From an optimization exercise on the open Yosys and OpenROAD flow, aimed at small area, a short achievable clock period and few clock cycles; shortcuts taken in it are not production practice.
Only simulation tests tie the RTL to the original design; equivalence was not proved.
Power and IR drop assume default switching activity.

## config.mk

```make
export PLATFORM = sky130hd
export DESIGN_NAME = escape_sequence_decoder
export DESIGN_NICKNAME = escape_sequence_decoder
export VERILOG_FILES = /design/flow/design.v
export SDC_FILE = /design/flow/constraint.sdc
export NUM_CORES = 4
export LEC_CHECK = 0
export CAP_MARGIN = 20
export CORE_MARGIN = 2
export CORE_UTILIZATION = 65
export CTS_BUF_LIST = sky130_fd_sc_hd__clkbuf_4 sky130_fd_sc_hd__clkbuf_8
export CTS_CLUSTER_DIAMETER = 100
export CTS_CLUSTER_SIZE = 50
export SETUP_SLACK_MARGIN = 4.5
export SLEW_MARGIN = 20
```

## standard.sh

```bash
#!/bin/bash
# synth_recipe.tcl (not shown) runs the flow's synth.tcl, then flattens the netlist and writes it again
# the make line also repeats each setting of config.mk as NAME=value (left out here)
make -C /OpenROAD-flow-scripts/flow DESIGN_CONFIG=/design/flow/config.mk WORK_HOME=/design/flow/orfs CLKGATE_MAP_FILE= SYNTH_SCRIPT=/design/flow/synth_recipe.tcl "${@:-finish}"
```

## design.v

```verilog
package esd_pkg;
  localparam logic [1:0] KIND_CHAR  = 2'd0;
  localparam logic [1:0] KIND_SLICE = 2'd1;
  localparam logic [1:0] KIND_ERROR = 2'd2;
  localparam logic [1:0] KIND_DONE  = 2'd3;
  localparam logic [1:0] NUM_OCT = 2'd0;
  localparam logic [1:0] NUM_X   = 2'd1;
  localparam logic [1:0] NUM_U   = 2'd2;
endpackage
import esd_pkg::*;
module escape_sequence_decoder (
  input  logic        clk,
  input  logic        rst,
  input  logic        chars_valid,
  output logic        chars_ready,
  input  logic [15:0] chars_char_code,
  input  logic        chars_end_of_string,
  output logic        results_valid,
  input  logic        results_ready,
  output logic [1:0]  results_kind,
  output logic [15:0] results_out_char,
  output logic [15:0] results_slice_start,
  output logic [15:0] results_slice_length,
  output logic [2:0]  results_error_code,
  output logic        results_last,
  input  logic        cfg_valid,
  output logic        cfg_ready,
  input  logic        cfg_interpolation_enable
);
  logic        h_valid;
  logic [15:0] h_c;
  logic        h_eos;
  logic        k_bs, k_lb, k_rb, k_oct, k_hex, k_esc, k_enum, k_eu;
  logic        s_valid;
  logic [15:0] s_c;
  logic        s_eos;
  logic        interp;
  logic        m_nrm, m_esc, m_num, m_brc, m_err;
  logic        n_oct;
  logic [1:0]  n_rem;
  logic        n_seen;
  logic [15:0] nb;
  logic [15:0] pos;
  logic [15:0] blen;
  logic        r_valid;
  logic [1:0]  r_kind;
  logic [15:0] r_data;      
  logic [2:0]  r_err;       
  logic        r_slice;     
  logic        r_last;
  logic        p_char;      
  logic        p_slice;     
  logic        p_err;       
  logic [1:0]  p_code;
  logic        p_done;      
  assign cfg_ready = 1'b1;
  assign chars_ready = !s_valid;
  assign results_valid = r_valid;
  assign results_kind = r_kind;
  assign results_last = r_last;
  assign results_out_char = r_data;
  assign results_error_code = r_err;
  assign results_slice_start = r_slice ? nb : 16'd0;
  assign results_slice_length = r_slice ? blen : 16'd0;
  logic [3:0]  dig;
  logic        dg;
  logic [15:0] nshift;
  logic [15:0] pos1;
  logic [15:0] blen1;
  logic [15:0] map;
  logic        pend;
  logic        resume;
  logic        a_has, a_err;
  logic [15:0] a_data;
  logic [2:0]  a_code;
  logic        b_has, c_has, d_has;
  logic [1:0]  d_code;
  logic        zero;
  logic        to_esc, to_num, to_brc, to_err, to_nrm;
  always_comb begin
    if (!h_c[6]) begin
      dig = h_c[3:0];
    end else begin
      case (h_c[2:0])
        3'd1: dig = 4'd10;
        3'd2: dig = 4'd11;
        3'd3: dig = 4'd12;
        3'd4: dig = 4'd13;
        3'd5: dig = 4'd14;
        default: dig = 4'd15;
      endcase
    end
    dg = n_oct ? k_oct : k_hex;
    nshift = n_oct ? {nb[12:0], h_c[2:0]} : {nb[11:0], dig};
    for (int i = 0; i < 16; i++) begin
      pos1[i] = pos[i] ^ (&(pos | ~(16'hFFFF >> (16 - i)))) | (&pos);
      blen1[i] = blen[i] ^ (&(blen | ~(16'hFFFF >> (16 - i)))) | (&blen);
    end
    map = h_c;
    if (h_c[6:0] == 7'h74) map = 16'h0009;
    else if (h_c[6:0] == 7'h6E) map = 16'h000A;
    else if (h_c[6:0] == 7'h72) map = 16'h000D;
    pend = p_char || p_slice || p_err || p_done;
    resume = m_num && !dg && n_seen;
    a_has = m_nrm && !k_bs || m_esc && !k_enum ||
            m_num && (!dg || n_rem == 2'd0) || m_brc;
    a_err = m_esc && !k_esc && !k_enum || m_num && !dg && !n_seen ||
            m_num && dg && n_rem == 2'd0 && n_oct && nb[5];
    if (m_esc) a_data = map;
    else if (m_num && dg) a_data = nshift;
    else if (m_num) a_data = nb;
    else a_data = h_c;
    a_code = m_esc ? 3'd2 : (dg ? 3'd4 : 3'd3);
    b_has = resume && !k_bs;
    c_has = m_brc && k_rb;
    to_esc = (m_nrm || resume) && k_bs;
    to_brc = (m_nrm || resume) && k_lb && interp || m_brc && !k_rb;
    to_num = m_esc && k_enum || m_num && dg && n_rem != 2'd0;
    to_err = m_err || a_err;
    to_nrm = !(to_esc || to_brc || to_num || to_err);
    d_has = h_eos && (to_esc || to_num || to_brc);
    d_code = to_esc ? 2'd1 : (to_num ? 2'd3 : 2'd0);
    zero = !(a_has || h_eos);
  end
  logic r_free;
  logic consume;
  logic accept;
  logic emit_b;
  assign r_free = !r_valid || results_ready;
  assign consume = h_valid && (r_free ? (!pend || zero && !p_slice)
                                      : (zero && !p_char && !p_slice && !r_slice));
  assign accept = chars_valid && !s_valid;
  assign emit_b = r_free && p_char;
  logic [15:0] in_c;
  logic        in_hi0;
  logic        in_oct;
  assign in_c = s_valid ? s_c : chars_char_code;
  assign in_hi0 = (in_c[15:7] == 9'd0);
  assign in_oct = in_hi0 && in_c[6:3] == 4'b0110;
  always_ff @(posedge clk) begin
    if (rst) begin
      h_valid <= 1'b0;
      s_valid <= 1'b0;
    end else if (consume) begin
      h_valid <= s_valid | accept;
      s_valid <= 1'b0;
    end else if (accept) begin
      h_valid <= 1'b1;
      s_valid <= h_valid;
    end
  end
  always_ff @(posedge clk) begin
    if (consume || !h_valid) begin
      h_c <= in_c;
      h_eos <= s_valid ? s_eos : chars_end_of_string;
      k_bs <= in_hi0 && in_c[6:0] == 7'h5C;
      k_lb <= in_hi0 && in_c[6:0] == 7'h7B;
      k_rb <= in_hi0 && in_c[6:0] == 7'h7D;
      k_oct <= in_oct;
      k_hex <= in_hi0 && (in_c[6:4] == 3'b011 && (!in_c[3] || in_c[2:1] == 2'b00) ||
                          in_c[6] && in_c[4:3] == 2'b00 && in_c[2:0] != 3'd0 && in_c[2:0] != 3'd7);
      k_esc <= in_hi0 && (in_c[6:0] == 7'h74 || in_c[6:0] == 7'h6E || in_c[6:0] == 7'h72 ||
                          in_c[6:0] == 7'h22 || in_c[6:0] == 7'h27 || in_c[6:0] == 7'h7B ||
                          in_c[6:0] == 7'h5C);
      k_enum <= in_oct || in_hi0 && (in_c[6:0] == 7'h78 || in_c[6:0] == 7'h58 ||
                                     in_c[6:0] == 7'h75 || in_c[6:0] == 7'h55);
      k_eu <= in_c[6:0] == 7'h75 || in_c[6:0] == 7'h55;
    end
    if (!s_valid) begin
      s_c <= chars_char_code;
      s_eos <= chars_end_of_string;
    end
  end
  always_ff @(posedge clk) begin
    if (rst) begin
      interp <= 1'b0;
    end else if (cfg_valid) begin
      interp <= cfg_interpolation_enable;
    end
  end
  always_ff @(posedge clk) begin
    if (rst) begin
      m_nrm <= 1'b1;
      m_esc <= 1'b0;
      m_num <= 1'b0;
      m_brc <= 1'b0;
      m_err <= 1'b0;
    end else if (consume) begin
      m_nrm <= to_nrm || h_eos;
      m_esc <= to_esc && !h_eos;
      m_num <= to_num && !h_eos;
      m_brc <= to_brc && !h_eos;
      m_err <= to_err && !h_eos;
    end
  end
  always_ff @(posedge clk) begin
    if (rst) begin
      pos <= 16'd0;
    end else if (consume && (h_eos || a_has && !a_err) || emit_b && !p_done) begin
      pos <= (h_eos && !p_char) ? 16'd0 : pos1;
    end
  end
  always_ff @(posedge clk) begin
    if (consume && (m_esc || m_num)) begin
      n_oct <= m_esc ? k_oct : n_oct;
      n_rem <= m_esc ? (k_eu ? 2'd3 : 2'd1) : n_rem - 2'd1;
      n_seen <= m_esc ? k_oct : 1'b1;
    end
    if (consume) begin
      blen <= m_brc ? blen1 : 16'd1;
    end
  end
  always_ff @(posedge clk) begin
    if (p_char ? (r_free && m_brc) : (consume && !m_brc)) begin
      if (p_char || !(m_esc || m_num)) nb <= pos;
      else if (m_esc) nb <= {13'd0, k_oct ? h_c[2:0] : 3'd0};
      else if (dg) nb <= nshift;
      else nb <= h_c;
    end
  end
  logic        nx_valid;
  logic [1:0]  nx_kind;
  logic [15:0] nx_data;
  logic [2:0]  nx_err;
  logic        nx_slice;
  logic        nx_last;
  always_comb begin
    nx_valid = 1'b1;
    nx_kind = KIND_DONE;
    nx_data = 16'd0;
    nx_err = 3'd0;
    nx_slice = 1'b0;
    nx_last = 1'b1;
    if (p_char) begin
      nx_kind = KIND_CHAR;
      nx_data = nb;
      nx_last = !(p_err || p_done);
    end else if (p_slice) begin
      nx_kind = KIND_SLICE;
      nx_slice = 1'b1;
      nx_last = !(p_err || p_done);
    end else if (p_err) begin
      nx_kind = KIND_ERROR;
      nx_err = {1'b0, p_code};
      nx_last = 1'b0;
    end else if (p_done) begin
      nx_kind = KIND_DONE;
    end else if (!h_valid || zero) begin
      nx_valid = 1'b0;
    end else if (a_has && a_err) begin
      nx_kind = KIND_ERROR;
      nx_err = a_code;
      nx_last = !h_eos;
    end else if (a_has) begin
      nx_kind = KIND_CHAR;
      nx_data = a_data;
      nx_last = !(b_has || c_has || h_eos);
    end else if (d_has) begin
      nx_kind = KIND_ERROR;
      nx_err = {1'b0, d_code};
      nx_last = 1'b0;
    end
  end
  always_ff @(posedge clk) begin
    if (rst) begin
      r_valid <= 1'b0;
    end else if (r_free) begin
      r_valid <= nx_valid;
    end
  end
  always_ff @(posedge clk) begin
    if (r_free) begin
      r_kind <= nx_kind;
      r_data <= nx_data;
      r_err <= nx_err;
      r_slice <= nx_slice;
      r_last <= nx_last;
    end
  end
  always_ff @(posedge clk) begin
    if (rst) begin
      p_char <= 1'b0;
      p_slice <= 1'b0;
      p_err <= 1'b0;
      p_done <= 1'b0;
    end else if (r_free) begin
      if (p_char) begin
        p_char <= 1'b0;
      end else if (p_slice) begin
        p_slice <= 1'b0;
      end else if (p_err) begin
        p_err <= 1'b0;
      end else if (p_done) begin
        p_done <= 1'b0;
      end else if (h_valid && !zero) begin
        if (a_has) begin
          p_char <= b_has;
          p_slice <= c_has;
          p_err <= d_has;
          p_done <= h_eos;
        end else begin
          p_done <= d_has;
        end
      end
    end
  end
  always_ff @(posedge clk) begin
    if (r_free && !pend) p_code <= d_code;
  end
endmodule
```

## flow/run.sh

```bash
#!/bin/bash
# The standard layout, with every port buffered by a plain buffer (buf_4 on outputs and
# inputs) instead of the resizer's default pick, a slow delay cell.
set -euo pipefail
export BUFFER_PORTS_ARGS="-buffer_cell sky130_fd_sc_hd__buf_4"
bash standard.sh > standard.log 2>&1
```

## constraint.sdc

```tcl
create_clock -name core_clock -period 7.5 [get_ports {clk}]
set_input_delay 1.5000 -clock core_clock [delete_from_list [all_inputs] [get_ports {clk}]]
set_output_delay 1.5000 -clock core_clock [all_outputs]
set_load 0.01 [all_outputs]
```

==> results of run 1 <==
==> layout make-up <==
| cell class | instances | area [um^2] | area share (%) |
|---|---|---|---|
| Clock buffer | 20 | 275 | 3.42 |
| Clock inverter | 12 | 128 | 1.58 |
| Inverter | 25 | 101 | 1.26 |
| Multi-Input combinational cell | 510 | 3180 | 39.5 |
| Sequential cell | 132 | 3500 | 43.5 |
| Tap cell | 136 | 170 | 2.11 |
| Timing Repair Buffer | 89 | 697 | 8.65 |
| Timing Repair inverter | 1 | 5.00 | 0.0621 |
==> placed cells by master, fill, tap and decap left out, types with 3 or more instances in the layout <==
cell	Yosys	final
a211oi_1	12	12
a21oi_1	55	55
a221oi_1	3	3
a221oi_2	3	3
a31oi_1	10	10
a32o_1	3	3
a32oi_1	3	3
and2_1	33	33
and3_1	7	7
buf_4	2	86
clkbuf_8	0	20
clkinvlp_4	0	6
dfxtp_1	46	46
edfxtp_1	86	86
ha_1	9	9
inv_1	24	22
mux2_2	11	11
mux2i_1	7	7
nand2_1	70	67
nand2_2	1	4
nand2b_1	12	12
nand3_1	21	21
nor2_1	55	55
nor2b_1	17	16
nor3_1	33	31
nor4_1	8	8
o2111ai_1	3	3
o211ai_1	5	5
o21a_1	5	5
o21ai_0	44	43
o21ai_1	4	4
o22ai_1	6	6
o31ai_1	10	9
or2_2	4	4
or3_1	4	4
xnor2_1	9	9
==> worst max-delay path, delay by kind of cell <==
kind	cells	cell delay [ns]
multiplexers	1	0.41
AND/OR/NAND/NOR	1	0.57
AO/OA/AOI/OAI	3	0.40
buffers and inverters	2	0.33
==> cells by family after synthesis <==
group                      Yosys count  share of synthesized area, %
and+or+nand+nor                    281                          20.7
other                                1                        0.0542
buffers and inverters               70                          4.41
muxes                               19                          3.13
DFF                                132                          50.6
adders and majority gates            9                          1.63
xor gates and xnor gates            10                          1.27
AOI/OAI and AO/OA                  189                          18.2
==> state kept, by name, indices dropped and copies added (netlist names), 2 cells and up <==
register	flops
h_c	16
s_c	16
blen	16
r_kind	2
r_err	3
p_code	2
r_data	16
nb	16
n_rem	2
pos	16
==> what timing repair did <==
| item | 4_1_cts | 5_1_grt |
|---|---|---|
| setup endpoints to repair | 131 | 36 |
| pin swaps | 1 | 1 |
| cloned | 2 | 0 |
| setup buffers | 6 | 3 |
| gates resized for setup | 2 | 1 |
| hold buffers | 0 | 0 |
==> routing by layer <==
layer | track usage, % | vias up | wire length [um]
met1 | 42.8 | 2791 | 7220
met5 | 0 | - | 0
met4 | 9.93 | 0 | 379
met3 | 7.72 | 44 | 1650
li1 | - | 2743 | -
met2 | 50.1 | 344 | 8340
==> path summary, 6_finish.rpt <==
kind                            slack (ns)     end  cells past startpoint          startpoint
worst max-delay path                  4.59   k_esc                      7  chars_char_code[3]
worst min-delay path                  0.49   s_eos                      1               s_eos
worst max register to register        4.65  r_last                      6               n_oct
worst min register to register        0.49   s_eos                      1               s_eos
==> power breakdown <==
group | leakage [uW] | switching [uW] | internal [uW] | total (uW)
combinational | 0.00154 | 100 | 72.5 | 173
sequential | 0.00128 | 37.4 | 817 | 854
clock | 0.000195 | 282 | 320 | 602
==> synthesized netlist by cell type, types with 9 or more instances <==
master    number
mux2_2        11
xnor2_1        9
o31ai_1       10
o21ai_0       44
a31oi_1       10
edfxtp_1      86
nor3_1        33
nor2b_1       17
and2_1        33
ha_1           9
nand2_1       70
clkbuf_1      29
dfxtp_1       46
a211oi_1      12
nand3_1       21
nand2b_1      12
nor2_1        55
inv_1         24
a21oi_1       55
==> metrics by stage <==
| stage | setup slack [ns] | utilization (%) | cell area, um^2 |
|---|---|---|---|
| global placement | 3.34 | 72.9 | 7520 |
| floorplan | 4.11 | - | 6970 |
| detailed placement | 3.26 | 72.9 | 7530 |
| CTS | 4.56 | 77.7 | 8020 |
| finish | 4.59 | 78.1 | 8060 |
| global route | 4.53 | 78.1 | 8060 |
==> notes.md, run 1 <==
Status -> complete, no violations
Root Driver -> clkbuf_8
Area added between synthesis and finish -> 16.5%
Die Ht -> 107 um
Core Box Area -> 10300 um^2
CP startpoint kind -> input pin
Crit-path max cell delay -> 0.57 ns
Placer Congestion -> 0.928
ANT cells -> 0
H-tree levels -> 4
Synth async-reset ratio -> 0%
Port Buffers -> 78
CP Capture Type -> flip-flop
Worst Max-Slew Pin Slew -> 0.944 ns
Flops & latches, synth -> 132
Vias per cell -> 6.40
CTS tree -> done
Total clock sinks -> 132
Slew Limit Fails -> 0
Ys flop type -> edfxtp_1
DRC viols -> 0
Final setup vio count -> 0
PwrDens -> 202 nW/um^2
Min Tclk post-route -> 2.91 ns
WL/cell -> 19.0 um
Clock latency on the worst-skew pair -> 0.46 ns
CP Class -> in2reg
Final period utilization -> 38.9%
Post-route insts no fill -> 925
Synth area leader -> edfxtp_1
RSZ-0062 raised after global routing -> no
Most frequent CP cell -> a21oi_1
Fraction of layout cells with a size suffix above 1 -> 20.5%
EDFF count, synth -> 86
Slew margin rel. -> 36.9%
Die boundary width -> 107 um
CP max FO -> 11
Worst EP arrival -> 3.22 ns
Vias -> 5922
Largest net degree at the start of global routing -> 32
Initial antenna violation count -> 0
Seq/Total Area, Yosys -> 50.6%
TNS Setup -> 0 ns
Clk buf depth -> 2
Number of top-level pins -> 80
Final Power -> 1630 uW
Vias in the first global route -> 5420
Worst Skew -> 0.0105 ns
All-Layer GR Usage -> 31.5%
Hold Vio Cnt, Final -> 0
VDD IR max -> 0.000174 V
Yosys cell types -> 69
Initial core utilization -> 67.0%
DP Wirelength -> 11900 um
First-pass GRT wire length -> 27800 um
Drt pass-1 iters -> 5
Clock slew at reported path FFs -> 0.07 ns
CTS buffer count -> 17
Critical path required time -> 7.80 ns
Post-synthesis instance total -> 711
Max-Cap Viols -> 0
Top post-synthesis cells by area -> edfxtp_1, dfxtp_1, a21oi_1
GRT Residual Overflow -> 0
Worst path slowest cell -> or4_1
First DRT Iteration DRCs -> 787
Syn nets -> 743
Total Wirelength -> 17600 um
Critical path cell sequence -> buf_4 -> mux2i_1 -> inv_2 -> or4_1 -> a21oi_1 -> o21ai_1 -> a21oi_1
Hold slack -> 0.487 ns
Antenna-violating nets left -> 0
Synthesis warning total -> 1
Min-Delay Path Class -> reg2reg
Post-Syn Area -> 6920 um^2
# rows -> 37
Fmax achieved -> 0.343 GHz
Nets -> 808
Pleak -> 0.00301 uW
Filler cell count -> 712
Placed Cells -> 882
Mean post-synth cell area -> 9.73 um^2
Die area -> 11500 um^2
Top-area cell type share of the netlist area -> 37.3%
Testbench counts, summed over its fixed seeds: cycles 30,784.
==> run 2: changes to the inputs <==
--- a/config.mk
+++ b/config.mk
@@ -7,9 +7,8 @@
 export LEC_CHECK = 0
 export CAP_MARGIN = 20
 export CORE_MARGIN = 2
-export CORE_UTILIZATION = 65
+export CORE_UTILIZATION = 75
 export CTS_BUF_LIST = sky130_fd_sc_hd__clkbuf_4 sky130_fd_sc_hd__clkbuf_8
-export CTS_CLUSTER_DIAMETER = 100
-export CTS_CLUSTER_SIZE = 50
+export CTS_CLUSTER_SIZE = 30
 export SETUP_SLACK_MARGIN = 4.5
 export SLEW_MARGIN = 20
==> notes.md, run 2 <==
First-pass GRT wire length -> 28800 um
Vias per cell -> 6.78
Synth async-reset ratio -> 0%
Syn nets -> 743
Mean post-synth cell area -> 9.73 um^2
Top Usage Layer GRT -> met2
Worst path slowest cell -> edfxtp_1
Post-Syn Area -> 6920 um^2
Total Wirelength -> 18400 um
Fmax achieved -> 0.337 GHz
Yosys cell types -> 69
Critical path required time -> 7.73 ns
CP max FO -> 13
H-tree levels -> 4
Port Buffers -> 78
Final setup vio count -> 0
Synth top cells by count -> edfxtp_1, nand2_1, a21oi_1, nor2_1, dfxtp_1
Ys flop type -> edfxtp_1
Core Box Area -> 9110 um^2
Hold buffers post-CTS -> 0
RSZ-0062 raised after global routing -> yes
Final period utilization -> 39.6%
PwrDens -> 207 nW/um^2
Most common cell after layout, fill and taps aside -> buf_4
Die Ht -> 100 um
Area added between synthesis and finish -> 16.2%
Initial core utilization -> 76.0%
TNS Setup -> 0 ns
Drt pass-1 iters -> 6
Synthesis warning total -> 1
EDFF count, synth -> 86
Fraction of layout cells with a size suffix above 1 -> 20.9%
Top-area cell type share of the netlist area -> 37.3%
All-Layer GR Usage -> 37.2%
Top-count cell post-synth -> edfxtp_1
Clock latency on the worst-skew pair -> 0.43 ns
Met2 GRT Util -> 62.8%
FF+latch area -> 3500 um^2
DRC viols -> 0
Die boundary width -> 100 um
Critical path cell sequence -> mux2i_4 -> nand2_2 -> o221a_1 -> nor3b_4 -> nand2_1 -> o21ai_0
Clock slew at reported path FFs -> 0.08 ns
Total clock sinks -> 132
Area of the multi-input gates -> 3180 um^2
Vias -> 6115
Clk buf depth -> 2
Status -> complete, no violations
Slew margin rel. -> 39.2%
Slew Limit Fails -> 0
CTS tree -> done
Worst EP arrival -> 3.20 ns
Pleak -> 0.00303 uW
Routing usage on met1 -> 49.6%
First DRT Iteration DRCs -> 761
DP Wirelength -> 12100 um
Placed Cells -> 856
Antenna-violating nets left -> 0
Flops & latches, synth -> 132
Post-synthesis instance total -> 711
Crit-path max cell delay -> 0.58 ns
CP Class -> reg2reg
CP startpoint kind -> flip-flop
# rows -> 35
Seq/Total Area, Yosys -> 50.6%
Placer Congestion -> 0.981
Min-Delay Path Class -> reg2reg
Die area -> 10000 um^2
Hold Vio Cnt, Final -> 0
GR met3 Demand/Resource -> 7.10%
Top post-synthesis cells by area -> edfxtp_1, dfxtp_1, a21oi_1
Min Tclk post-route -> 2.97 ns
CP Capture Type -> flip-flop
Initial antenna violation count -> 0
Worst Max-Slew Pin Slew -> 0.910 ns
Filler cell count -> 441
Max-Cap Viols -> 0
Most frequent cells in the layout -> buf_4, edfxtp_1, nand2_1
Worst Skew -> 0.0124 ns
Synth area leader -> edfxtp_1
VDD IR max -> 0.000238 V
Largest net degree at the start of global routing -> 32
GRT Residual Overflow -> 0
Post-route insts no fill -> 902
Number of top-level pins -> 80
CTS buffer count -> 17
Final Power -> 1670 uW
ANT cells -> 0
Vias in the first global route -> 5572
Root Driver -> clkbuf_8
WL/cell -> 20.5 um
Nets -> 810
## run 2: kinds of logic (layout without fill, tap and decap cells)
kind of cell             after synthesis  count (layout)  share of synthesized area [%]
AND/OR/NAND/NOR                      281             281                           20.7
AO/OA/AOI/OAI                        189             189                           18.2
flip-flops                           132             132                           50.6
buffers and inverters                 70             149                           4.41
multiplexers                          19              20                           3.13
XOR/XNOR                              10              10                           1.27
adder cells (fa/ha/maj)                9               9                           1.63
other                                  1               1                         0.0542
## run 2: cell type report
cell class,count,share of cell area (%)
inverter,25,1.26
multi-input combinational,510,39.5
sequential,132,43.6
tap,111,1.73
timing repair buffer,91,8.65
clock inverter,12,1.90
timing repair inverter,1,0.0623
clock buffer,20,3.27
## run 2: timing repair
item | CTS | global route
buffers inserted | 6 | 6
gates resized for setup | 2 | 0
pin swaps | 1 | 1
gates cloned | 2 | 0
endpoints found under the setup margin | 132 | 42
## run 2: path summary, 6_finish.rpt
check              from        end  slack, ns  cells after the start
setup reg to reg  n_oct  r_data[4]       4.53                      6
setup / recovery  n_oct  r_data[4]       4.53                      6
hold reg to reg   m_err      m_err       0.48                      1
hold / removal    m_err      m_err       0.48                      1
## run 2: stage by stage
stage	worst slack (ns)	hold slack, ns	instance area [um^2]	util (%)
detailed placement	3.29	0.463	7490	82.2
finish	4.53	0.481	8040	88.3
global placement	3.42	0.448	7490	82.2
floorplan	4.11	0.442	6970	-
CTS	4.51	0.484	7990	87.7
global route	4.43	0.495	8040	88.3
## run 2: per-layer routing
layer | wire [um] | vias up | share of wire, %
met2 | 9130 | 454 | 49
met5 | 0 | - | 0
met4 | 399 | 0 | 2.2
li1 | - | 2745 | -
met3 | 1940 | 64 | 11
met1 | 6970 | 2852 | 38
## run 2: worst max-delay path, delay by kind of cell (launching register included)
kind | cells | cell delay, ns
compound gates | 2 | 0.88
flops | 1 | 0.58
mux | 1 | 0.36
simple gates | 3 | 0.93
## run 2: report_power, final
part	internal (uW)	leakage (uW)	switching (uW)	total (uW)
Sequential	817	0.00128	39.8	857
Combinational	72.5	0.00154	103	175
Clock	346	0.000215	287	633
Total	1240	0.00303	429	1670
==> run 3: changes to the inputs <==
--- a/config.mk
+++ b/config.mk
@@ -7,8 +7,6 @@
 export LEC_CHECK = 0
 export CAP_MARGIN = 20
 export CORE_MARGIN = 2
-export CORE_UTILIZATION = 75
-export CTS_BUF_LIST = sky130_fd_sc_hd__clkbuf_4 sky130_fd_sc_hd__clkbuf_8
-export CTS_CLUSTER_SIZE = 30
+export CORE_UTILIZATION = 40
 export SETUP_SLACK_MARGIN = 4.5
 export SLEW_MARGIN = 20
==> notes.md, run 3 <==
Initial antenna violation count -> 0
Min Tclk post-route -> 2.92 ns
Place WS -> 3.22 ns
Core Box Area -> 17100 um^2
Synthesis warning total -> 1
Mean post-synth cell area -> 9.73 um^2
Hold EP -> m_err
Synth area leader -> edfxtp_1
Placer Congestion -> 0.882
Clk buf depth -> 2
Most frequent CP cell -> buf_4
CP top delay family -> buffers and inverters
Seq/Total Area, Yosys -> 50.6%
Reg2reg setup slack -> 4.75 ns
Crit-path max cell delay -> 0.31 ns
Total Wirelength -> 18200 um
Slew margin rel. -> 36.8%
Final Power -> 1800 uW
Worst Skew -> 0.0102 ns
Bufs and invs on worst path -> 3
Synth top cells by count -> edfxtp_1, nand2_1, a21oi_1, nor2_1, dfxtp_1
Top-count cell post-synth -> edfxtp_1
Yosys cell types -> 69
H-tree levels -> 4
Final setup vio count -> 0
DP Wirelength -> 12600 um
CTS buffer count -> 17
Worst EP arrival -> 1.42 ns
Worst Max-Slew Pin Slew -> 0.945 ns
Pleak -> 0.00312 uW
Area of the multi-input gates -> 3180 um^2
# rows -> 48
Critical path cell sequence -> buf_4 -> inv_1 -> buf_4
Vias per cell -> 5.64
WL/cell -> 17.9 um
Status -> complete, no violations
Post-synthesis instance total -> 711
GRT Residual Overflow -> 0
Top-area cell type share of the netlist area -> 37.3%
First-pass GRT wire length -> 29100 um
Most frequent cells in the layout -> buf_4, edfxtp_1, nand2_1
Antenna-violating nets left -> 0
TNS Setup -> 0 ns
Ys flop type -> edfxtp_1
Most common cell after layout, fill and taps aside -> buf_4
Number of top-level pins -> 80
Largest net degree at the start of global routing -> 32
FF+latch area -> 3500 um^2
Hold Vio Cnt, Final -> 0
Die area -> 18400 um^2
All-Layer GR Usage -> 20.5%
Sw Pwr -> 446 uW
CTS tree -> done
VDD IR max -> 0.000167 V
Clock latency on the worst-skew pair -> 0.42 ns
Worst r2r src -> n_oct
CP max FO -> 23
Synth async-reset ratio -> 0%
Die Ht -> 136 um
First DRT Iteration DRCs -> 497
Flops & latches, synth -> 132
CP Capture Type -> primary output
Sw frac -> 24.8%
Post-Syn Area -> 6920 um^2
Drt pass-1 iters -> 5
Total clock sinks -> 132
Part of the power in the clock network -> 42.6%
Fmax achieved -> 0.342 GHz
PwrDens -> 215 nW/um^2
Fraction of layout cells with a size suffix above 1 -> 21.1%
ANT cells -> 0
Max-Cap Viols -> 0
Syn nets -> 743
Area added between synthesis and finish -> 21.0%
CP Class -> reg2out
Nets -> 814
DRC viols -> 0
Critical path required time -> 6.00 ns
Worst path slowest cell -> dfxtp_1
Vias in the first global route -> 5399
Root Driver -> clkbuf_16
Port Buffers -> 78
Int Pwr -> 1350 uW
Flop pwr share -> 47.7%
Final setup margin -> 4.58 ns
Top post-synthesis cells by area -> edfxtp_1, dfxtp_1, a21oi_1
Worst reg2reg path depth -> 6
Die boundary width -> 136 um
Hold Path Origin -> m_err
Slew Limit Fails -> 0
Vias -> 5751
EDFF count, synth -> 86
Clock slew at reported path FFs -> 0.06 ns
Combinational share of power -> 9.7%
Initial core utilization -> 40.4%
Reg-to-reg critical path endpoint -> r_last
RSZ-0062 raised after global routing -> no
CP startpoint kind -> flip-flop
WHS Path Cells -> 1
Filler cell count -> 1592
Final period utilization -> 39.0%
Min-Delay Path Class -> reg2reg
-- run 3: layout make-up --
class / instances / area share, %
Clock buffer: 21 / 5.76
Clock inverter: 11 / 0.912
Inverter: 25 / 1.21
Multi-Input combinational cell: 510 / 38.0
Sequential cell: 132 / 41.9
Tap cell: 225 / 3.36
Timing Repair Buffer: 95 / 8.87
Timing Repair inverter: 1 / 0.0598
-- run 3: metrics by stage --
step	hold WS [ns]	cells	util [%]	area [um^2]
finish	0.469	1020	48.9	8370
global route	0.498	1020	48.9	8370
CTS	0.472	1012	48.5	8310
detailed placement	0.458	971	44.6	7640
global placement	0.449	971	44.6	7640
floorplan	0.442	711	-	6970
-- run 3: worst register-to-register path: stages, from the launching register on --
cell      delay (ns)
edfxtp_1        0.56
mux2_2          0.62
a32oi_1         0.42
o221ai_1        0.36
a21oi_1         0.23
nor2_1          0.08
a221oi_1        0.29
-- run 3: how the worst max path moves through the flow --
stage	start	end	slack (ns)	cells after the start
after global routing	results_ready	pos[3]	4.50	7
after global placement	results_ready	blen[10]	3.31	7
after CTS	n_oct	r_data[8]	4.55	6
after floorplan	results_ready	nb[0]	4.11	7
final	s_valid	chars_ready	4.58	3
after detailed placement	results_ready	blen[10]	3.22	7
-- run 3: timing repair --
action,in CTS,in global routing
pin swaps,1,2
hold buffers,0,0
resized for setup,2,1
cloned,2,0
setup buffers,7,8
setup endpoints to repair,133,37
-- run 3: metal layers --
layer	routed length, um	GRT usage [%]
met1	8480	28.7
met2	8260	31.8
met3	1240	4.12
met4	233	6.94
met5	0	0
-- run 3: kinds of logic (layout without fill, tap and decap cells) --
kind of cell    Yosys count  count (layout)  synth area share, %
simple gates            281             281                 20.7
compound gates          189             189                 18.2
flops                   132             132                 50.6
buf+inv                  70             153                 4.41
mux                      19              20                 3.13
xor+xnor                 10              10                 1.27
fa+ha+maj                 9               9                 1.63
other cells               1               1               0.0542
-- run 3: power by group through the flow --
stage                     Clock, uW  Combinational (uW)  Sequential [uW]
after global placement            0                 159              871
after floorplan                   0                 107              858
after detailed placement          0                 162              872
final                           766                 175              857
after global routing            814                 192              861
after CTS                       783                 172              855
==> run 4: changes to the inputs <==
==> flow/run.sh (replaced) <==
#!/bin/bash
# The standard layout, with every port buffered by a plain buffer (buf_2 on outputs and
# inputs) instead of the resizer's default pick, a slow delay cell.
set -euo pipefail
export BUFFER_PORTS_ARGS="-buffer_cell sky130_fd_sc_hd__buf_2"
bash standard.sh > standard.log 2>&1
--- a/config.mk
+++ b/config.mk
@@ -7,6 +7,8 @@
 export LEC_CHECK = 0
 export CAP_MARGIN = 20
 export CORE_MARGIN = 2
-export CORE_UTILIZATION = 40
+export CORE_UTILIZATION = 65
+export CTS_BUF_LIST = sky130_fd_sc_hd__clkbuf_4 sky130_fd_sc_hd__clkbuf_8
+export CTS_CLUSTER_SIZE = 30
 export SETUP_SLACK_MARGIN = 4.5
 export SLEW_MARGIN = 20
==> notes.md, run 4 <==
Slew Limit Fails -> 0
Synthesis warning total -> 1
GRT Residual Overflow -> 0
Crit-path max cell delay -> 0.50 ns
Total clock sinks -> 132
Worst EP arrival -> 3.32 ns
Area of the multi-input gates -> 3170 um^2
Sw Pwr -> 418 uW
Total Wirelength -> 17500 um
Min Tclk post-route -> 2.95 ns
Part of the power in the clock network -> 41.3%
Most common cell after layout, fill and taps aside -> edfxtp_1
Filler cell count -> 706
Initial antenna violation count -> 0
Clock latency on the worst-skew pair -> 0.46 ns
CP max FO -> 21
CP top delay family -> simple AND/OR/NAND/NOR gates
Clock slew at reported path FFs -> 0.07 ns
Area added between synthesis and finish -> 15.0%
Most frequent cells in the layout -> edfxtp_1, buf_2, nand2_1
Worst path slowest cell -> and2_1
CTS tree -> done
Antenna-violating nets left -> 0
Int Pwr -> 1310 uW
First DRT Iteration DRCs -> 866
Number of top-level pins -> 80
Synth top cells by count -> edfxtp_1, nand2_1, a21oi_1, nor2_1, dfxtp_1
EDFF count, synth -> 86
Status -> complete, no violations
Flops & latches, synth -> 132
CP Class -> in2reg
Final setup vio count -> 0
Top-count cell post-synth -> edfxtp_1
Die area -> 11500 um^2
Root Driver -> clkbuf_8
Largest net degree at the start of global routing -> 32
CTS buffer count -> 17
Yosys cell types -> 69
Die Ht -> 107 um
Nets -> 811
Bufs and invs on worst path -> 1
Worst Max-Slew Pin Slew -> 0.954 ns
Clk buf depth -> 2
FF+latch area -> 3510 um^2
CP Capture Type -> flip-flop
Die boundary width -> 107 um
Drt pass-1 iters -> 6
VDD IR max -> 0.000180 V
Initial core utilization -> 67.0%
Vias per cell -> 6.38
Mean post-synth cell area -> 9.73 um^2
Slew margin rel. -> 36.3%
TNS Setup -> 0 ns
PwrDens -> 217 nW/um^2
RSZ-0062 raised after global routing -> no
Post-Syn Area -> 6920 um^2
ANT cells -> 0
Fmax achieved -> 0.338 GHz
WL/cell -> 18.9 um
Synth area leader -> edfxtp_1
Critical path cell sequence -> buf_2 -> nor2b_4 -> nor4_4 -> and2_1 -> a311o_4 -> a31oi_1 -> nor3_1
Max-Cap Viols -> 0
Synth async-reset ratio -> 0%
Post-synthesis instance total -> 711
Fraction of layout cells with a size suffix above 1 -> 20.7%
DP Wirelength -> 11700 um
Seq/Total Area, Yosys -> 50.6%
Worst Skew -> 0.0118 ns
Pleak -> 0.00303 uW
Sw frac -> 24.2%
Min-Delay Path Class -> reg2reg
Ys flop type -> edfxtp_1
Vias -> 5917
Placer Congestion -> 0.989
Core Box Area -> 10300 um^2
Vias in the first global route -> 5440
Hold Vio Cnt, Final -> 0
Port Buffers -> 78
Final period utilization -> 39.4%
Final Power -> 1730 uW
All-Layer GR Usage -> 31.9%
Combinational share of power -> 9.2%
Top-area cell type share of the netlist area -> 37.3%
Hold buffers post-CTS -> 0
Flop pwr share -> 49.6%
Top post-synthesis cells by area -> edfxtp_1, dfxtp_1, a21oi_1
CP startpoint kind -> input pin
DRC viols -> 0
First-pass GRT wire length -> 28000 um
Critical path required time -> 7.86 ns
# rows -> 37
H-tree levels -> 4
Syn nets -> 743
## run 4: power groups by stage
stage	Clock, uW	Sequential [uW]	Combinational, uW
after floorplan	0	858	107
after global placement	0	869	141
after detailed placement	0	871	147
after CTS	720	853	156
after global routing	748	859	172
final	712	855	158
## run 4: worst paths after layout
check	start	end	slack, ns	cells past startpoint
worst max-delay path	results_ready	pos[14]	4.55	7
worst min-delay path	s_eos	s_eos	0.49	1
worst max register to register	n_oct	r_data[13]	4.72	7
worst min register to register	s_eos	s_eos	0.49	1
## run 4: layer usage
metal  track usage, %  vias up  part of all wire, %
met5                0        -                    0
met4             11.8        0                  2.4
met3             6.87       41                  9.0
met1             44.6     2791                   43
li1                 -     2755                    -
met2             49.0      330                   46
## run 4: area by class of cell
type | instances | area share [%]
Clock buffer | 18 | 3.04
Clock inverter | 14 | 2.94
Inverter | 25 | 1.27
Multi-Input combinational cell | 510 | 39.9
Sequential cell | 132 | 44.1
Tap cell | 136 | 2.14
Timing Repair Buffer | 92 | 6.59
Timing Repair inverter | 1 | 0.0629
## run 4: cell families (layout without fill, tap and decap cells)
family,Yosys count,in the layout,share of synthesized area (%)
buffers and inverters,70,150,4.41
muxes,19,20,3.13
other,1,1,0.0542
xor gates and xnor gates,10,10,1.27
DFF,132,132,50.6
adders and majority gates,9,9,1.63
and+or+nand+nor,281,281,20.7
AOI/OAI and AO/OA,189,189,18.2
## run 4: repair_timing
action                                  in CTS  in global routing
gates cloned                                 2                  0
buffers inserted                             7                  5
gates resized for setup                      4                  0
endpoints found under the setup margin     132                 14
pin swaps                                    1                  1
## run 4: worst reg2reg max path, delay by kind of cell (launching register included)
kind	cells	cell delay [ns]
and+or+nand+nor	3	0.95
AOI/OAI and AO/OA	2	0.83
DFF	1	0.37
muxes	1	0.27
buffers and inverters	1	0.19
## run 4: stage by stage
stage               instance area [um^2]  hold slack (ns)  std cells  worst slack, ns  utilization (%)
floorplan                           6970            0.442        711             4.11                -
global placement                    7330            0.448        882             3.37             71.0
detailed placement                  7330            0.463        882             3.23             71.0
CTS                                 7920            0.489        923             4.56             76.7
global route                        7960            0.510        928             4.50             77.1
finish                              7960            0.487        928             4.55             77.1
==> run 5: changes to the inputs <==
--- a/design.v
+++ b/design.v
@@ -127,8 +127,7 @@
   logic accept;
   logic emit_b;
   assign r_free = !r_valid || results_ready;
-  assign consume = h_valid && (r_free ? (!pend || zero && !p_slice)
-                                      : (zero && !p_char && !p_slice && !r_slice));
+  assign consume = r_free && h_valid && (!pend || zero && !p_slice);
   assign accept = chars_valid && !s_valid;
   assign emit_b = r_free && p_char;
   logic [15:0] in_c;
==> flow/run.sh (replaced) <==
#!/bin/bash
# The standard layout, with every port buffered by a plain buffer (buf_4 on outputs and
# inputs) instead of the resizer's default pick, a slow delay cell.
set -euo pipefail
export BUFFER_PORTS_ARGS="-buffer_cell sky130_fd_sc_hd__buf_4"
bash standard.sh > standard.log 2>&1
--- a/config.mk
+++ b/config.mk
@@ -10,5 +10,5 @@
 export CORE_UTILIZATION = 65
 export CTS_BUF_LIST = sky130_fd_sc_hd__clkbuf_4 sky130_fd_sc_hd__clkbuf_8
 export CTS_CLUSTER_SIZE = 30
-export SETUP_SLACK_MARGIN = 4.5
+export SETUP_SLACK_MARGIN = 4.6
 export SLEW_MARGIN = 20
==> notes.md, run 5 <==
Worst setup path startpoint -> r_slice
Min-Delay Path Class -> reg2reg
Area added between synthesis and finish -> 15.7%
Combinational share of power -> 10.7%
Routed met1 length -> 7560 um
# rows -> 38
Most frequent cells in the layout -> buf_4, edfxtp_1, nand2_1
Vias per cell -> 6.56
Clock slew at reported path FFs -> 0.07 ns
Initial core utilization -> 66.6%
Hold Path Origin -> s_eos
Total clock sinks -> 132
Clk buf depth -> 2
Fmax achieved -> 0.346 GHz
Flop pwr share -> 51.5%
Status -> complete, no violations
Nets -> 853
Final setup vio count -> 0
DRC viols -> 0
Vias -> 6391
Mean post-synth cell area -> 9.57 um^2
Design area -> 8350 um^2
Initial antenna violation count -> 0
Part of the power in the clock network -> 37.8%
Root Driver -> clkbuf_8
DP Area -> 7830 um^2
Final Power -> 1670 uW
Fraction of layout cells with a size suffix above 1 -> 20.4%
TNS Setup -> 0 ns
Top post-synthesis cells by area -> edfxtp_1, dfxtp_1, nand2_1
All-Layer GR Usage -> 33.4%
Hold buffers post-CTS -> 0
First DRT Iteration DRCs -> 798
Sw Pwr -> 429 uW
RSZ-0062 raised after global routing -> yes
Worst path slowest cell -> edfxtp_1
Post-synthesis instance total -> 754
CP max FO -> 14
H-tree levels -> 4
Post-Syn Area -> 7220 um^2
Top layer in use -> met4
ANT cells -> 0
First-pass GRT wire length -> 30000 um
Slew Limit Fails -> 0
Die Ht -> 109 um
Most frequent CP cell -> buf_4
CP Capture Type -> primary output
CTS tree -> done
Seq/Total Area, Yosys -> 48.6%
Final period utilization -> 38.6%
Slew margin rel. -> 25.5%
Vias in the first global route -> 5832
Critical path cell sequence -> buf_4 -> and2_1 -> buf_4
Pleak -> 0.00315 uW
EDFF count, synth -> 86
Port Buffers -> 78
Hold Vio Cnt, Final -> 0
Met3 WL -> 2080 um
CP Class -> reg2out
Largest net degree at the start of global routing -> 32
PostCTS Resize Cnt -> 0
Synth area leader -> edfxtp_1
Sw frac -> 25.7%
Number of top-level pins -> 80
CP startpoint kind -> flip-flop
VDD IR max -> 0.000186 V
Drt pass-1 iters -> 6
Min Tclk post-route -> 2.89 ns
PwrDens -> 200 nW/um^2
Worst r2r src -> n_rem[0]
GRT Residual Overflow -> 0
Metal2 WL -> 9240 um
Max-Cap Viols -> 0
Synth async-reset ratio -> 0%
Top-area cell type share of the netlist area -> 35.8%
Critical path required time -> 6.00 ns
Antenna-violating nets left -> 0
Core Box Area -> 10800 um^2
Top-count cell post-synth -> edfxtp_1
Most common cell after layout, fill and taps aside -> buf_4
Worst EP arrival -> 1.39 ns
WL/cell -> 20.2 um
DP Wirelength -> 13400 um
Ys flop type -> edfxtp_1
Placer Congestion -> 0.907
Crit-path max cell delay -> 0.42 ns
Clock latency on the worst-skew pair -> 0.45 ns
CTS buffer count -> 17
Die area -> 12000 um^2
Int Pwr -> 1240 uW
Worst Max-Slew Pin Slew -> 1.12 ns
Die boundary width -> 109 um
Yosys cell types -> 81
Syn nets -> 786
Total Wirelength -> 19600 um
Synth top cells by count -> edfxtp_1, nand2_1, nor2_1
Synthesis warning total -> 1
Worst Skew -> 0.0140 ns
Flops & latches, synth -> 132
## run 5: cells by family after synthesis
family	share of synthesized area (%)
AO/OA/AOI/OAI	18.8
XOR/XNOR	1.34
adder cells (fa/ha/maj)	1.56
buffers and inverters	4.25
flip-flops	48.6
multiplexers	4.09
other	0.0520
AND/OR/NAND/NOR	21.4
## run 5: area by class of cell
| class | count | area (um^2) |
|---|---|---|
| multi-input cells | 549 | 3450 |
| inverters | 28 | 109 |
| flip-flops and latches | 132 | 3500 |
| repair inverters | 1 | 5.00 |
| clock buffers | 20 | 263 |
| fillers | 779 | 2490 |
| repair buffers | 92 | 691 |
| well taps | 140 | 175 |
| clock inverters | 12 | 156 |
## run 5: worst max-delay path, delay by kind of cell, from the launching register on
kind,cells,cell delay (ns)
buf+inv,2,0.35
flops,1,0.42
simple gates,1,0.18
## run 5: through the flow
| step | hold slack (ns) | cells | setup slack [ns] | utilization, % |
|---|---|---|---|---|
| finish | 0.501 | 974 | 4.61 | 77.0 |
| detailed placement | 0.472 | 930 | 3.69 | 72.3 |
| global placement | 0.459 | 930 | 3.81 | 72.3 |
| CTS | 0.504 | 971 | 4.62 | 76.8 |
| global route | 0.528 | 974 | 4.55 | 77.0 |
| floorplan | 0.442 | 754 | 4.34 | - |
## run 5: what timing repair did
item / 4_1_cts / 5_1_grt
hold endpoints to repair: 0 / 0
setup buffers: 7 / 3
cloned: 2 / 0
endpoints found under the setup margin: 118 / 47
## run 5: power groups by stage
stage	Clock, uW	Combinational [uW]	Sequential (uW)
global route	660	193	863
global placement	0	164	872
floorplan	0	112	860
finish	630	178	859
detailed placement	0	169	875
CTS	634	175	858
## run 5: worst paths after layout
check,end,slack [ns],cells after the start
worst max-delay path,results_slice_start[3],4.61,3
worst min-delay path,s_eos,0.50,1
worst max register to register,r_data[8],4.79,7
worst min register to register,s_eos,0.50,1
## run 5: layer usage
metal  track usage [%]  vias to the layer above
met1              43.6                     2987
met5                 0                        -
met2              52.9                      398
met4              16.3                        0
met3              7.35                       71
li1                  -                     2935
Testbench counts of run 5, summed over its fixed seeds: cycles 30,784.
==> run 6: changes to the inputs <==
--- a/config.mk
+++ b/config.mk
@@ -10,5 +10,5 @@
 export CORE_UTILIZATION = 65
 export CTS_BUF_LIST = sky130_fd_sc_hd__clkbuf_4 sky130_fd_sc_hd__clkbuf_8
 export CTS_CLUSTER_SIZE = 30
-export SETUP_SLACK_MARGIN = 4.6
+export SETUP_SLACK_MARGIN = 4.5
 export SLEW_MARGIN = 20
==> notes.md, run 6 <==
Status -> complete, no violations
TNS Setup -> 0 ns
Clock latency on the worst-skew pair -> 0.46 ns
GRT Residual Overflow -> 0
Vias per cell -> 6.63
Worst r2r src -> p_char
Critical path required time -> 6.00 ns
Hold Vio Cnt, Final -> 0
Clk buf depth -> 2
Largest net degree at the start of global routing -> 32
Root Driver -> clkbuf_8
First-pass GRT wire length -> 30400 um
Final setup vio count -> 0
Yosys cell types -> 81
Ys flop type -> edfxtp_1
Synth area leader -> edfxtp_1
CP max FO -> 16
DRC viols -> 0
Synth Area in Simple Gates -> 21.4%
RSZ-0062 raised after global routing -> no
Hold EP -> m_err
FF+latch area -> 3500 um^2
WL/cell -> 20.2 um
VDD IR max -> 0.000152 V
Fraction of layout cells with a size suffix above 1 -> 20.4%
Max-Cap Viols -> 0
Top-count cell post-synth -> edfxtp_1
CP Capture Type -> primary output
H-tree levels -> 4
Drt pass-1 iters -> 6
ANT cells -> 0
Most frequent CP cell -> buf_4
Compound-gate portion of the synthesized area -> 18.8%
Worst reg2reg path depth -> 5
Slew margin rel. -> 29.1%
DP Wirelength -> 13500 um
Die Ht -> 109 um
Vias in the first global route -> 5779
Core Box Area -> 10800 um^2
Largest family of logic cells by synthesized area -> simple AND/OR/NAND/NOR gates
Post-synthesis instance total -> 754
Reg2reg setup slack -> 4.76 ns
Final period utilization -> 38.3%
Area added between synthesis and finish -> 14.9%
Die area -> 12000 um^2
Seq/Total Area, Yosys -> 48.6%
Worst Max-Slew Pin Slew -> 1.06 ns
CTS buffer count -> 17
CTS tree -> done
Most common cell after layout, fill and taps aside -> buf_4
Pleak -> 0.00312 uW
Top post-synthesis cells by area -> edfxtp_1, dfxtp_1, nand2_1
Area of the multi-input gates -> 3450 um^2
Initial core utilization -> 66.6%
Final setup margin -> 4.63 ns
Min Tclk post-route -> 2.87 ns
Crit-path max cell delay -> 0.39 ns
WHS Path Cells -> 1
Filler cell count -> 762
Hold Path Origin -> m_err
Fmax achieved -> 0.348 GHz
Synth top cells by count -> edfxtp_1, nand2_1, nor2_1
Port Buffers -> 78
PwrDens -> 190 nW/um^2
Initial antenna violation count -> 0
Total clock sinks -> 132
CP startpoint kind -> flip-flop
Mean post-synth cell area -> 9.57 um^2
Die boundary width -> 109 um
Critical path cell sequence -> buf_4 -> and2_1 -> buf_4
# rows -> 38
Mux share of post-synthesis cell area -> 4.09%
Nets -> 854
Min-Delay Path Class -> reg2reg
Vias -> 6465
Top-area cell type share of the netlist area -> 35.8%
Synth async-reset ratio -> 0%
First DRT Iteration DRCs -> 754
Synthesis warning total -> 1
Syn nets -> 786
Most frequent cells in the layout -> buf_4, edfxtp_1, nand2_1
Place WS -> 3.70 ns
EDFF count, synth -> 86
All-Layer GR Usage -> 34.0%
Total Wirelength -> 19700 um
Flops & latches, synth -> 132
Reg-to-reg critical path endpoint -> pos[1]
PostCTS Resize Cnt -> 0
CP Class -> reg2out
Worst path slowest cell -> edfxtp_1
Antenna-violating nets left -> 0
Synth Area in Adders -> 1.56%
Clock slew at reported path FFs -> 0.07 ns
Slew Limit Fails -> 0
Worst Skew -> 0.0118 ns
Placer Congestion -> 0.930
Worst EP arrival -> 1.37 ns
Hold buffers post-CTS -> 0
XOR/XNOR Fraction of Synth Area -> 1.34%
Number of top-level pins -> 80
Post-Syn Area -> 7220 um^2
==> run 6: cell counts after synthesis <==
No cell type changed its count.
==> run 6: layout make-up <==
cell class | instances | share of cell area, %
multi-input combinational | 549 | 41.6
clock buffer | 17 | 2.82
timing repair inverter | 1 | 0.0604
sequential | 132 | 42.3
clock inverter | 15 | 1.42
timing repair buffer | 93 | 8.42
tap | 140 | 2.11
inverter | 28 | 1.31
==> run 6: worst max path at each step <==
stage                   from                endpoint  slack [ns]  cells past startpoint
6_report             r_slice  results_slice_start[0]        4.63                      3
5_1_grt              r_slice  results_slice_start[4]        4.57                      3
4_1_cts                n_oct              r_data[14]        4.57                      5
3_5_place_dp   results_ready                  pos[2]        3.70                      6
3_3_place_gp   results_ready                  pos[2]        3.80                      6
2_1_floorplan  results_ready                  h_c[0]        4.34                      5
==> run 6: critical path, delay by kind of cell (launching register included) <==
kind	cells	cell delay (ns)
flops	1	0.39
buf+inv	2	0.35
simple gates	1	0.18
==> run 6: cell families after synthesis <==
family          Yosys count
mux                      26
compound gates          204
fa+ha+maj                 9
simple gates            297
buf+inv                  74
other cells               1
xor+xnor                 11
flops                   132
==> run 6: power by group <==
part | internal, uW | switching, uW
sequential | 819 | 39.7
clock | 255 | 285
combinational | 74.1 | 104
total | 1150 | 429
==> run 6: through the flow <==
stage | util, % | hold slack, ns | cells | area [um^2] | total power, uW
finish | 76.5 | 0.474 | 975 | 8290 | 1580
detailed placement | 72.3 | 0.455 | 930 | 7830 | 1040
global placement | 72.3 | 0.460 | 930 | 7830 | 1040
global route | 76.5 | 0.507 | 975 | 8290 | 1630
CTS | 76.1 | 0.474 | 970 | 8250 | 1570
floorplan | - | 0.442 | 754 | 7250 | 971
==> run 6: timing repair <==
item | CTS | global route
endpoints found under the setup margin | 110 | 16
buffers inserted | 6 | 5
gates cloned | 2 | 0
==> run 6: metal layers <==
layer	vias up	routed length (um)	track usage, %
li1	2937	-	-
met1	3057	7600	44.1
met2	404	9410	54.5
met3	67	2110	9.07
met4	0	619	13.4
met5	-	0	0
==> run 7: changes to the inputs <==
--- a/config.mk
+++ b/config.mk
@@ -7,7 +7,7 @@
 export LEC_CHECK = 0
 export CAP_MARGIN = 20
 export CORE_MARGIN = 2
-export CORE_UTILIZATION = 65
+export CORE_UTILIZATION = 55
 export CTS_BUF_LIST = sky130_fd_sc_hd__clkbuf_4 sky130_fd_sc_hd__clkbuf_8
 export CTS_CLUSTER_SIZE = 30
 export SETUP_SLACK_MARGIN = 4.5
==> notes.md, run 7 <==
Top-area cell type share of the netlist area -> 35.8%
Min-Delay Path Class -> reg2reg
Most common cell after layout, fill and taps aside -> buf_4
DRC viols -> 0
Critical path cell sequence -> buf_4 -> and2_1 -> buf_4
Flop pwr share -> 52.3%
Pleak -> 0.00315 uW
Sw Pwr -> 441 uW
Largest net degree at the start of global routing -> 32
Int Pwr -> 1200 uW
Initial core utilization -> 56.7%
Slew Limit Fails -> 0
Worst reg2reg path depth -> 5
Reg2reg setup slack -> 4.84 ns
Flops & latches, synth -> 132
Most frequent CP cell -> buf_4
Combinational share of power -> 10.8%
Area added between synthesis and finish -> 16.0%
Final setup vio count -> 0
EDFF count, synth -> 86
Die Ht -> 119 um
Sw frac -> 26.9%
H-tree levels -> 4
Antenna-violating nets left -> 0
FF+latch area -> 3500 um^2
WHS Path Cells -> 1
Hold Path Origin -> s_eos
Total Wirelength -> 19700 um
Synth area leader -> edfxtp_1
Worst setup path startpoint -> r_slice
Post-synthesis instance total -> 754
Vias per cell -> 6.26
Hold EP -> s_eos
Filler cell count -> 1084
Worst path slowest cell -> edfxtp_1
Min Tclk post-route -> 2.88 ns
All-Layer GR Usage -> 28.6%
Total clock sinks -> 132
CTS tree -> done
Reg-to-reg critical path endpoint -> r_data[14]
Top-count cell post-synth -> edfxtp_1
Core Box Area -> 12700 um^2
DP Wirelength -> 13900 um
Placer Congestion -> 0.933
CP startpoint kind -> flip-flop
Worst EP arrival -> 1.38 ns
Final period utilization -> 38.5%
Post-Syn Area -> 7220 um^2
Crit-path max cell delay -> 0.42 ns
Mean post-synth cell area -> 9.57 um^2
RSZ-0062 raised after global routing -> no
Worst r2r src -> n_oct
Status -> complete, no violations
Worst Max-Slew Pin Slew -> 1.04 ns
Top post-synthesis cells by area -> edfxtp_1, dfxtp_1, nand2_1
Final Power -> 1640 uW
Synth async-reset ratio -> 0%
Ys flop type -> edfxtp_1
Synthesis warning total -> 1
# rows -> 41
Initial antenna violation count -> 0
Synth top cells by count -> edfxtp_1, nand2_1, nor2_1
Vias -> 6306
Most frequent cells in the layout -> buf_4, edfxtp_1, nand2_1
WL/cell -> 19.6 um
Clk buf depth -> 2
GRT Residual Overflow -> 0
Seq/Total Area, Yosys -> 48.6%
PwrDens -> 196 nW/um^2
Area of the multi-input gates -> 3440 um^2
CP Class -> reg2out
CTS buffer count -> 17
Die area -> 14100 um^2
Hold buffers post-CTS -> 0
Part of the power in the clock network -> 36.9%
Max-Cap Viols -> 0
Die boundary width -> 119 um
Drt pass-1 iters -> 5
Yosys cell types -> 81
Root Driver -> clkbuf_8
Fmax achieved -> 0.347 GHz
Clock slew at reported path FFs -> 0.08 ns
Slew margin rel. -> 30.0%
Port Buffers -> 78
Nets -> 854
CP max FO -> 8
VDD IR max -> 0.000142 V
Critical path required time -> 6.00 ns
Clock latency on the worst-skew pair -> 0.46 ns
Fraction of layout cells with a size suffix above 1 -> 20.4%
First-pass GRT wire length -> 31300 um
Worst Skew -> 0.0132 ns
Syn nets -> 786
TNS Setup -> 0 ns
Vias in the first global route -> 5884
Hold Vio Cnt, Final -> 0
Number of top-level pins -> 80
First DRT Iteration DRCs -> 634
ANT cells -> 0
CP Capture Type -> primary output
[run 7: cell counts after synthesis]
Identical to the previous run, type by type.
[run 7: timing repair]
item / 4_1_cts / 5_1_grt
resized for setup: 0 / 0
endpoints found under the setup margin: 113 / 12
buffers inserted: 8 / 3
cloned: 2 / 0
[run 7: final cells by class]
type / count / area share [%]
clock inverters: 14 / 1.79
well taps: 172 / 2.57
inverters: 28 / 1.30
clock buffers: 18 / 2.96
multi-input cells: 549 / 41.1
repair inverters: 1 / 0.0598
repair buffers: 93 / 8.34
flip-flops and latches: 132 / 41.8
[run 7: power groups by stage]
stage / Clock (uW) / Sequential, uW / Combinational [uW]
2_1_floorplan: 0 / 860 / 112
4_1_cts: 610 / 857 / 177
3_5_place_dp: 0 / 875 / 170
6_report: 606 / 858 / 178
3_3_place_gp: 0 / 873 / 166
5_1_grt: 646 / 863 / 194
[run 7: worst max-delay path: cells and delay by family, from the launching register on]
kind                   cells  cell delay [ns]
buffers and inverters      2             0.33
DFF                        1             0.42
and+or+nand+nor            1             0.18
[run 7: metrics by stage]
stage                     util (%)  instance area (um^2)  setup slack (ns)  std cells  hold WS, ns
after floorplan                  -                  7250              4.34        754        0.442
after global placement        61.9                  7870              3.76        962        0.458
after detailed placement      61.9                  7870              3.70        962        0.464
after CTS                     65.6                  8350              4.62       1004        0.482
after global routing          65.8                  8370              4.53       1007        0.507
final                         65.8                  8370              4.62       1007        0.479
[run 7: cell families (layout without fill, tap and decap cells)]
family                     after synthesis  after routing  share of synthesized area [%]
muxes                                   26             27                           4.09
xor gates and xnor gates                11             11                           1.34
and+or+nand+nor                        297            297                           21.4
other                                    1              1                         0.0520
AOI/OAI and AO/OA                      204            204                           18.8
adders and majority gates                9              9                           1.56
buffers and inverters                   74            154                           4.25
DFF                                    132            132                           48.6
[run 7: worst max-delay path by stage]
| stage | end | slack, ns | cells after the start |
|---|---|---|---|
| after floorplan | h_c[0] | 4.34 | 5 |
| after global placement | pos[2] | 3.76 | 6 |
| after detailed placement | pos[8] | 3.70 | 6 |
| after CTS | results_slice_start[13] | 4.62 | 3 |
| after global routing | results_slice_start[11] | 4.53 | 3 |
| final | results_slice_start[14] | 4.62 | 3 |
[run 7: metal layers]
layer | GRT usage (%) | part of all wire (%)
met5 | 0 | 0
met1 | 38.2 | 42
met2 | 45.3 | 48
met3 | 5.36 | 7.2
met4 | 12.6 | 3.1
==> run 8: changes to the inputs <==
--- a/design.v
+++ b/design.v
@@ -47,6 +47,7 @@
   logic [15:0] r_data;      
   logic [2:0]  r_err;       
   logic        r_slice;     
+  logic        r_slice2;    
   logic        r_last;
   logic        p_char;      
   logic        p_slice;     
@@ -61,7 +62,7 @@
   assign results_out_char = r_data;
   assign results_error_code = r_err;
   assign results_slice_start = r_slice ? nb : 16'd0;
-  assign results_slice_length = r_slice ? blen : 16'd0;
+  assign results_slice_length = r_slice2 ? blen : 16'd0;
   logic [3:0]  dig;
   logic        dg;
   logic [15:0] nshift;
@@ -268,6 +269,13 @@
     end
   end
   always_ff @(posedge clk) begin
+    if (rst) begin
+      r_slice2 <= 1'b0;
+    end else if (r_free) begin
+      r_slice2 <= nx_slice;
+    end
+  end
+  always_ff @(posedge clk) begin
     if (r_free) begin
       r_kind <= nx_kind;
       r_data <= nx_data;
--- a/config.mk
+++ b/config.mk
@@ -7,8 +7,8 @@
 export LEC_CHECK = 0
 export CAP_MARGIN = 20
 export CORE_MARGIN = 2
-export CORE_UTILIZATION = 55
+export CORE_UTILIZATION = 65
 export CTS_BUF_LIST = sky130_fd_sc_hd__clkbuf_4 sky130_fd_sc_hd__clkbuf_8
 export CTS_CLUSTER_SIZE = 30
-export SETUP_SLACK_MARGIN = 4.5
+export SETUP_SLACK_MARGIN = 4.85
 export SLEW_MARGIN = 20
==> notes.md, run 8 <==
Post-Syn Area -> 6950 um^2
Max-Cap Viols -> 0
CTS tree -> done
Largest net degree at the start of global routing -> 31
CP startpoint kind -> flip-flop
Antenna-violating nets left -> 0
Initial antenna violation count -> 0
Vias -> 6206
Die Ht -> 107 um
Part of the power in the clock network -> 35.3%
Min-Delay Path Class -> reg2reg
Top post-synthesis cells by area -> edfxtp_1, dfxtp_1, a21oi_1
Synth async-reset ratio -> 0%
Synthesis warning total -> 1
First-pass GRT wire length -> 28500 um
Combinational share of power -> 14.9%
Final period utilization -> 37.1%
Placed Cells -> 896
Min Tclk post-route -> 2.78 ns
DP Wirelength -> 11800 um
Worst Skew -> 0.0136 ns
Syn nets -> 757
Nets -> 846
Int Pwr -> 1290 uW
Clock slew at reported path FFs -> 0.08 ns
Vias per cell -> 6.45
Final Power -> 1780 uW
Post-synthesis instance total -> 725
Bufs and invs on worst path -> 2
CTS buffer count -> 17
Top-count cell post-synth -> edfxtp_1
Placer Congestion -> 0.911
CP Capture Type -> primary output
# rows -> 37
Drt pass-1 iters -> 6
Flop pwr share -> 49.8%
Synth top cells by count -> edfxtp_1, nand2_1, a21oi_1
Hold buffers post-CTS -> 0
Critical path required time -> 6.00 ns
Ys flop type -> edfxtp_1
Worst Max-Slew Pin Slew -> 0.793 ns
CP top delay family -> flip-flops
Total Wirelength -> 18900 um
Slew margin rel. -> 45.7%
Worst path slowest cell -> edfxtp_1
Critical path cell sequence -> buf_6 -> and2_1 -> buf_4
GRT Residual Overflow -> 0
H-tree levels -> 4
CP Class -> reg2out
Area added between synthesis and finish -> 22.8%
CP max FO -> 16
Yosys cell types -> 73
Crit-path max cell delay -> 0.38 ns
Hold Vio Cnt, Final -> 0
TNS Setup -> 0 ns
RSZ-0062 raised after global routing -> yes
Root Driver -> clkbuf_8
Post-route insts no fill -> 962
Fraction of layout cells with a size suffix above 1 -> 25.8%
Worst EP arrival -> 1.28 ns
Number of top-level pins -> 80
First DRT Iteration DRCs -> 719
Final setup vio count -> 0
Core Box Area -> 10400 um^2
Slew Limit Fails -> 0
Fmax achieved -> 0.360 GHz
Port Buffers -> 78
Seq/Total Area, Yosys -> 50.7%
Die boundary width -> 107 um
EDFF count, synth -> 86
Most common cell after layout, fill and taps aside -> buf_4
Clk buf depth -> 2
Initial core utilization -> 67.0%
ANT cells -> 0
Sw Pwr -> 498 uW
Total clock sinks -> 133
VDD IR max -> 0.000193 V
Pleak -> 0.00326 uW
Sw frac -> 27.9%
Filler cell count -> 619
Vias in the first global route -> 5493
Top-area cell type share of the netlist area -> 37.2%
Mean post-synth cell area -> 9.59 um^2
All-Layer GR Usage -> 32.2%
WL/cell -> 19.7 um
PwrDens -> 209 nW/um^2
Clock latency on the worst-skew pair -> 0.45 ns
Util after Layout -> 82.3%
Die area -> 11500 um^2
Flops & latches, synth -> 133
Status -> complete, no violations
DRC viols -> 0
Most frequent cells in the layout -> buf_4, edfxtp_1, nand2_1
Synth area leader -> edfxtp_1
run 8: cell count changes after synthesis, moves of 5 or more:
cell      before  now
a22oi_1        6    1
o21ai_0       49   22
o21ai_1        2   14
inv_1         26   21
nand4_1       10    4
nor2_1        52   58
a21boi_0       1    9
nand2b_1       9   16
a21oi_1       50   62
nand3_1       24   19
nand2_1       73   79
mux2_2        17   12
a32o_1         1    6
run 8: final cells by class:
| class | instances | area (um^2) | area share [%] |
|---|---|---|---|
| sequential | 133 | 3530 | 41.4 |
| timing repair buffer | 114 | 1010 | 11.8 |
| timing repair inverter | 1 | 7.51 | 0.0880 |
| clock inverter | 14 | 176 | 2.07 |
| clock buffer | 17 | 234 | 2.74 |
| multi-input combinational | 525 | 3300 | 38.7 |
| inverter | 22 | 98.8 | 1.16 |
| tap | 136 | 170 | 1.99 |
run 8: path summary, 6_finish.rpt:
kind / start / endpoint / slack (ns) / cells past startpoint
hold / removal: s_eos / s_eos / 0.50 / 1
hold reg to reg: s_eos / s_eos / 0.50 / 1
setup / recovery: r_slice / results_slice_start[3] / 4.72 / 3
setup reg to reg: n_oct / r_data[11] / 4.94 / 7
run 8: power groups by stage:
stage	clock network (uW)	registers (uW)	logic, uW
4_1_cts	627	884	238
2_1_floorplan	0	892	149
6_report	630	888	265
3_5_place_dp	0	905	215
3_3_place_gp	0	902	209
5_1_grt	664	893	285
run 8: logic make-up after synthesis:
| kind of cell | count (synthesis) | synth area share (%) |
|---|---|---|
| AOI/OAI and AO/OA | 188 | 17.5 |
| muxes | 20 | 3.15 |
| other | 1 | 0.0540 |
| adders and majority gates | 9 | 1.62 |
| xor gates and xnor gates | 9 | 1.13 |
| buffers and inverters | 67 | 4.05 |
| DFF | 133 | 50.7 |
| and+or+nand+nor | 298 | 21.8 |
run 8: metal layers:
metal | vias up | share of wire (%) | track usage, %
li1 | 2822 | - | -
met1 | 2890 | 41 | 44.7
met2 | 416 | 45 | 48.6
met3 | 78 | 9.9 | 7.26
met4 | 0 | 4.1 | 14.8
met5 | - | 0 | 0
run 8: repair_timing:
action                                  CTS  global route
resized for setup                        15            42
pin swaps                                 2             7
cloned                                    2             0
setup buffers                            20            13
endpoints found under the setup margin  138           113
run 8: metrics by stage:
step	setup WS [ns]	area, um^2	hold WS (ns)
floorplan	4.73	7040	0.437
global placement	3.90	7600	0.450
detailed placement	3.92	7600	0.475
CTS	4.71	8250	0.507
global route	4.63	8530	0.521
finish	4.72	8530	0.504
Testbench counts of run 8, summed over its fixed seeds: cycles 30,784.

what the ideal ports hide:
No port has a modelled driver above. Below, the same layouts with a new extraction and two added sets of constraints.
Step 1 sets driving cells, clkbuf_16 on the clock port and buf_2 on the other inputs (assumed; they add their load-dependent delay and slew).
Step 2 also shifts input and output timing later by t, the mid clock arrival at the registers, as if the neighbouring blocks saw the same clock.
a / b / c = ideal ports / drivers / drivers and shift; a / b = the first two.
run	shift t [ns]	setup WS [ns]	latest minus earliest clock arrival (ns)	cell pins on the clock port's net
run 1	0.485	4.586 / 4.562 / 4.110	0.011 / 0.011	1
run 2	0.463	4.533 / 4.533 / 4.121	0.012 / 0.012	1
run 3	0.452	4.578 / 4.540 / 4.207	0.011 / 0.010	1
run 4	0.487	4.545 / 4.549 / 4.063	0.013 / 0.013	1
run 5	0.482	4.607 / 4.569 / 4.179	0.014 / 0.014	1
run 6	0.489	4.630 / 4.594 / 4.191	0.011 / 0.012	1
run 7	0.486	4.616 / 4.580 / 4.239	0.013 / 0.013	1
run 8	0.479	4.720 / 4.684 / 4.450	0.014 / 0.014	1
After both steps setup and hold are still met in every run listed. The setup slack of run 4, which loses most, moves by +0.004 ns with the drivers and by -0.482 ns with both steps.
